Context: an optimization exercise on an open-source flow, tuned for small area. The choices shown serve that exercise and are no tape-out recipe.
Only simulation tests tie the RTL to the original design; equivalence was not proved.
Power figures rest on the tool's default switching activity, not on a simulated workload.

## build 61
==> flow/design.v (excerpt) <==
module regfile_wr_demux32 #(
    parameter int N_BITS   = 32,
    parameter int BYPASS   = 1,
    parameter int ZERO_REG = 1
) (
    input  logic              clk,
    input  logic              rst_n,
    input  logic              wr_en,
    input  logic [4:0]        wr_addr,
    input  logic [N_BITS-1:0] wr_data,
    input  logic [4:0]        rd_addr_a,
    input  logic [4:0]        rd_addr_b,
    output logic [N_BITS-1:0] rd_data_a,
    output logic [N_BITS-1:0] rd_data_b,
    output logic [31:0]       wr_strobe
);
Settings: LEC_CHECK=0, CAP_MARGIN=12, CORE_MARGIN=2, CORE_UTILIZATION=55, GPL_TIMING_DRIVEN=0, SLEW_MARGIN=12; clock period 8.0 ns.
standard.sh (not shown) runs the stock make flow with config.mk's settings and CLKGATE_MAP_FILE= SYNTH_SCRIPT=/design/flow/synth_recipe.tcl, a recipe that flattens the netlist after the stock synthesis.
==> flow/flow/run.sh <==
#!/bin/bash
# Own flow: the standard synthesis fixes the flip-flops (names and cells);
# gen_netlist.py then rewrites the combinational logic by hand, and the
# standard ORFS steps lay the result out, with a leaner clock tree and
# minimum-size port buffers.
set -euo pipefail
R=orfs/results/sky130hd/regfile_wr_demux32/base
bash standard.sh synth > 1_std_synth.log 2>&1
cp $R/1_2_yosys.v std_1_2_yosys.v
python3 flow/gen_netlist.py std_1_2_yosys.v > gen_1_2_yosys.v 2> gen_netlist.log
cp gen_1_2_yosys.v $R/1_2_yosys.v
rm -f $R/1_synth.odb $R/1_synth.sdc
bash standard.sh synth > 1_gen_synth_odb.log 2>&1
bash standard.sh \
  "CTS_ARGS=-sink_clustering_enable -repair_clock_nets -dont_use_dummy_load -buf_list {sky130_fd_sc_hd__clkbuf_8 sky130_fd_sc_hd__clkbuf_16} -sink_clustering_size 28 -sink_clustering_max_diameter 90" \
  "BUFFER_PORTS_ARGS=-buffer_cell sky130_fd_sc_hd__buf_1" \
  finish > 2_standard_finish.log 2>&1
==> flow/flow/gen_netlist.py <==
#!/usr/bin/env python3
"""Hand-mapped gate netlist for regfile_wr_demux32 (sky130hd).

usage: gen_netlist.py STD_NETLIST > NETLIST

STD_NETLIST is the standard synthesis of the RTL; only its flip-flop instances
are taken from it (names and cell type are kept), all combinational logic is
written here:
  storage bit   d = a22o(we[i], wr_data[j], hold[i], q)
  read bit      32-term AND-OR: 10 x a222oi + a22oi, nand4/nand4/nand3, or3
Row and select nets with 32 loads are driven by one small gate per half row.
"""
import re
import sys

P = "sky130_fd_sc_hd__"
std = open(sys.argv[1]).read()
ffs = re.findall(r"(sky130_fd_sc_hd__\w+)\s+(\\regs_q\[(\d+)\]\[(\d+)\]\$_DFF_P_)\s*\(", std)
assert len(ffs) == 31 * 32, len(ffs)
ff_cell = {}
for cell, name, i, j in ffs:
    ff_cell[(int(i), int(j))] = (cell, name)
assert set(ff_cell) == {(i, j) for i in range(1, 32) for j in range(32)}

out = []
wires = set()
cnt = [0]


def w(name):
    wires.add(name)
    return name


def g(cell, **pins):
    cnt[0] += 1
    conns = ", ".join(f".{p}({n})" for p, n in pins.items())
    out.append(f"  {P}{cell} g{cnt[0]} ({conns});")


HALVES = 2


def half(j):
    return j * HALVES // 32


def q(i, j):
    return f"\\regs_q[{i}][{j}] "


# Address literals.
def lits(prefix, bus, nbits):
    for k in range(nbits):
        g("inv_1", A=f"{bus}[{k}]", Y=w(f"{prefix}_n{k}"))


def lit(prefix, bus, k, v):
    return f"{bus}[{k}]" if v else f"{prefix}_n{k}"


lits("wa", "wr_addr", 5)
lits("ra", "rd_addr_a", 5)
lits("rb", "rd_addr_b", 5)
g("inv_1", A="rst_n", Y=w("rst"))

# Write predecode, both polarities.
for m in range(4):
    g("nand2_1", A=lit("wa", "wr_addr", 0, m & 1), B=lit("wa", "wr_addr", 1, m >> 1 & 1),
      Y=w(f"wlo_n{m}"))
    g("inv_1", A=f"wlo_n{m}", Y=w(f"wlo{m}"))
for m in range(8):
    g("nand4_1", A="wr_en", B=lit("wa", "wr_addr", 2, m & 1),
      C=lit("wa", "wr_addr", 3, m >> 1 & 1), D=lit("wa", "wr_addr", 4, m >> 2 & 1),
      Y=w(f"whi_n{m}"))
    g("inv_1", A=f"whi_n{m}", Y=w(f"whi{m}"))

# Row controls. Each high-fanout row net is driven by two gates, one per
# half of the row, so that no buffer tree is needed.
g("conb_1", LO="wr_strobe[0]", HI=w("unused_hi"))
for i in range(1, 32):
    g("nor2_1", A=f"wlo_n{i & 3}", B=f"whi_n{i >> 2}", Y=f"wr_strobe[{i}]")
    g("nand2_1", A=f"wlo{i & 3}", B=f"whi{i >> 2}", Y=w(f"stb_n{i}"))
    for h in range(HALVES):
        g("nor2_1", A=f"stb_n{i}", B="rst", Y=w(f"we{i}_{h}"))
        g("nor2_1", A=f"wr_strobe[{i}]", B="rst", Y=w(f"hold{i}_{h}"))

# Storage.
for i in range(1, 32):
    for j in range(32):
        cell, name = ff_cell[(i, j)]
        h = half(j)
        g("a22o_1", A1=f"we{i}_{h}", A2=f"wr_data[{j}]", B1=f"hold{i}_{h}", B2=q(i, j),
          X=w(f"d_{i}_{j}"))
        out.append(f"  {cell} {name} (.CLK(clk), .D(d_{i}_{j}), .Q({q(i, j)}));")
        wires.add(q(i, j))

# Read ports.
for p, pre, bus in (("a", "ra", "rd_addr_a"), ("b", "rb", "rd_addr_b")):
    # Predecode (active high) from the complemented literals.
    for m in range(4):
        g("nor2_1", A=lit(pre, bus, 0, 1 - (m & 1)), B=lit(pre, bus, 1, 1 - (m >> 1 & 1)),
          Y=w(f"{p}lo{m}"))
    for m in range(8):
        g("nor3_1", A=lit(pre, bus, 2, 1 - (m & 1)), B=lit(pre, bus, 3, 1 - (m >> 1 & 1)),
          C=lit(pre, bus, 4, 1 - (m >> 2 & 1)), Y=w(f"{p}hi{m}"))
    for i in range(0, 32):
        g("nand2_1", A=f"{p}lo{i & 3}", B=f"{p}hi{i >> 2}", Y=w(f"{p}dec_n{i}"))
    for i in range(1, 32):
        for h in range(HALVES):
            g("nor2_1", A=f"{p}dec_n{i}", B=f"wr_strobe[{i}]", Y=w(f"{p}sel{i}_{h}"))
    # Bypass: wr_en & wr_addr == rd_addr & rd_addr != 0.
    for k in range(5):
        g("xnor2_1", A=f"wr_addr[{k}]", B=f"{bus}[{k}]", Y=w(f"{p}eq{k}"))
    g("nand4_1", A=f"{p}eq0", B=f"{p}eq1", C=f"{p}eq2", D=f"{p}eq3", Y=w(f"{p}t1"))
    g("nand3_1", A=f"{p}eq4", B="wr_en", C=f"{p}dec_n0", Y=w(f"{p}t2"))
    g("nor2_1", A=f"{p}t1", B=f"{p}t2", Y=w(f"{p}byp"))
    for j in range(32):
        terms = [(f"{p}sel{i}_{half(j)}", q(i, j)) for i in range(1, 32)]
        terms.append((f"{p}byp", f"wr_data[{j}]"))
        ys = []
        k = 0
        while terms:
            y = w(f"{p}y_{j}_{k}")
            if len(terms) >= 3 and len(terms) != 4:
                (a1, a2), (b1, b2), (c1, c2) = terms[:3]
                terms = terms[3:]
                g("a222oi_1", A1=a1, A2=a2, B1=b1, B2=b2, C1=c1, C2=c2, Y=y)
            else:
                (a1, a2), (b1, b2) = terms[:2]
                terms = terms[2:]
                g("a22oi_1", A1=a1, A2=a2, B1=b1, B2=b2, Y=y)
            ys.append(y)
            k += 1
        assert len(ys) == 11
        zs = []
        for n, grp in enumerate((ys[0:4], ys[4:8], ys[8:11])):
            z = w(f"{p}z_{j}_{n}")
            if len(grp) == 4:
                g("nand4_1", A=grp[0], B=grp[1], C=grp[2], D=grp[3], Y=z)
            else:
                g("nand3_1", A=grp[0], B=grp[1], C=grp[2], Y=z)
            zs.append(z)
        g("or3_1", A=zs[0], B=zs[1], C=zs[2], X=f"rd_data_{p}[{j}]")

print("module regfile_wr_demux32 (clk, rst_n, wr_en, wr_addr, wr_data, rd_addr_a, rd_addr_b,")
print("  rd_data_a, rd_data_b, wr_strobe);")
print("  input clk;\n  input rst_n;\n  input wr_en;\n  input [4:0] wr_addr;\n  input [31:0] wr_data;")
print("  input [4:0] rd_addr_a;\n  input [4:0] rd_addr_b;")
print("  output [31:0] rd_data_a;\n  output [31:0] rd_data_b;\n  output [31:0] wr_strobe;")
for x in sorted(wires):
    print(f"  wire {x};")
print("\n".join(out))
print("endmodule")
Build 61 completed every stage of the flow, and the final layout passed the timing, DRC and antenna checks.
Setup changes, build 61 to build 38
- CAP_MARGIN changed from 12 to 20
- SLEW_MARGIN changed from 12 to 20
-- flow/flow/gen_netlist.py --
<<< build 61, line 11
Row and select nets with 32 loads are driven by one small gate per half row.
>>> build 38, line 11
Row and select nets with 32 loads are each driven by one nor2_4.
<<< build 61, line 41
HALVES = 2
>>> build 38, line 41
HALVES = 1
DRV = "nor2_4"  # driver of a row / select net with 32 loads
<<< build 61, line 78
# Row controls. Each high-fanout row net is driven by two gates, one per
# half of the row, so that no buffer tree is needed.
>>> build 38, line 79
# Row controls. Each high-fanout row net is driven by one strong gate, so
# that no buffer tree is needed.
<<< build 61, line 85
        g("nor2_1", A=f"stb_n{i}", B="rst", Y=w(f"we{i}_{h}"))
        g("nor2_1", A=f"wr_strobe[{i}]", B="rst", Y=w(f"hold{i}_{h}"))
>>> build 38, line 86
        g(DRV, A=f"stb_n{i}", B="rst", Y=w(f"we{i}_{h}"))
        g(DRV, A=f"wr_strobe[{i}]", B="rst", Y=w(f"hold{i}_{h}"))
<<< build 61, line 111
            g("nor2_1", A=f"{p}dec_n{i}", B=f"wr_strobe[{i}]", Y=w(f"{p}sel{i}_{h}"))
>>> build 38, line 112
            g(DRV, A=f"{p}dec_n{i}", B=f"wr_strobe[{i}]", Y=w(f"{p}sel{i}_{h}"))
- Minimum period implied by the final worst setup slack: build 38 vs build 61 down 0.34 ns
- Area of all placed cells without fillers in build 38 vs build 61: up 0.0021 mm²
- Diff build 61 -> build 38: fmax increased 5.0%, via density per instance increased 6.0%.
--- input diff build 38..build 16 ---
-- flow/flow/gen_netlist.py --
<<< build 38, line 11
Row and select nets with 32 loads are each driven by one nor2_4.
>>> build 16, line 11
Row and select nets with 32 loads are driven by one small gate per half row.
<<< build 38, line 41
HALVES = 1
DRV = "nor2_4"  # driver of a row / select net with 32 loads
>>> build 16, line 41
HALVES = 2
<<< build 38, line 79
# Row controls. Each high-fanout row net is driven by one strong gate, so
# that no buffer tree is needed.
>>> build 16, line 78
# Row controls. Each high-fanout row net is driven by two gates, one per
# half of the row, so that no buffer tree is needed.
<<< build 38, line 86
        g(DRV, A=f"stb_n{i}", B="rst", Y=w(f"we{i}_{h}"))
        g(DRV, A=f"wr_strobe[{i}]", B="rst", Y=w(f"hold{i}_{h}"))
>>> build 16, line 85
        g("nor2_1", A=f"stb_n{i}", B="rst", Y=w(f"we{i}_{h}"))
        g("nor2_1", A=f"wr_strobe[{i}]", B="rst", Y=w(f"hold{i}_{h}"))
<<< build 38, line 112
            g(DRV, A=f"{p}dec_n{i}", B=f"wr_strobe[{i}]", Y=w(f"{p}sel{i}_{h}"))
>>> build 16, line 111
            g("nor2_1", A=f"{p}dec_n{i}", B=f"wr_strobe[{i}]", Y=w(f"{p}sel{i}_{h}"))
==> comparison <==
Looking at share of the clock period used by the worst path across build 38 and build 16, the one that comes out lower is build 38. Re number of clock-tree buffers in the layout: no difference whatsoever between build 16 and build 38. Diff build 38 -> build 16: portion of total power attributed to combinational logic down 1.4 points, sequential group share of total power up 1.3 points, net switching power figure down 0.00012 W.
Setup changes, build 16 to build 14
- changing SLEW_MARGIN from 20 to 35
- changing CAP_MARGIN from 20 to 35
-- flow/flow/run.sh --
<<< build 16, line 15
  "CTS_ARGS=-sink_clustering_enable -repair_clock_nets -dont_use_dummy_load -buf_list {sky130_fd_sc_hd__clkbuf_8 sky130_fd_sc_hd__clkbuf_16} -sink_clustering_size 28 -sink_clustering_max_diameter 90" \
>>> build 14, line 15
  "CTS_ARGS=-sink_clustering_enable -repair_clock_nets -dont_use_dummy_load -buf_list {sky130_fd_sc_hd__clkbuf_8 sky130_fd_sc_hd__clkbuf_16} -sink_clustering_size 24 -sink_clustering_max_diameter 80" \
## What came out
On average wire per standard cell, build 14 and build 16 are basically level. The setup slack of build 14 exceeds that of build 16 by 0.023 ns. Looking at clock period minus final worst setup slack across build 14 and build 16, the one that comes out lower is build 14.

separate check: timing with driven ports:
Ports are ideal in the flow. The routed layouts listed here were re-timed in OpenROAD.
Step 1 sets driving cells, clkbuf_16 on the clock port and buf_2 on the other inputs (assumed; they add their load-dependent delay and slew).
Step 2 times the ports against the registers' clock, not the clock port: input delays grow and output delays shrink by t, the midpoint of the rising clock arrivals with the driver on.
a / b / c = no drivers / after step 1 / after step 2; a / b = the first two.
| run | t, ns | setup WS [ns] | hold slack, ns |
|---|---|---|---|
| build 61 | 0.667 | 0.831 / 0.806 / 0.806 | 0.506 / 0.506 / 0.506 |
| build 38 | 0.690 | 1.174 / 1.149 / 1.149 | 0.508 / 0.508 / 0.508 |
| build 16 | 0.678 | 0.845 / 0.821 / 0.821 | 0.509 / 0.509 / 0.509 |
| build 14 | 0.686 | 0.867 / 0.842 / 0.842 | 0.505 / 0.505 / 0.505 |
After both steps setup and hold are still met in every run listed.
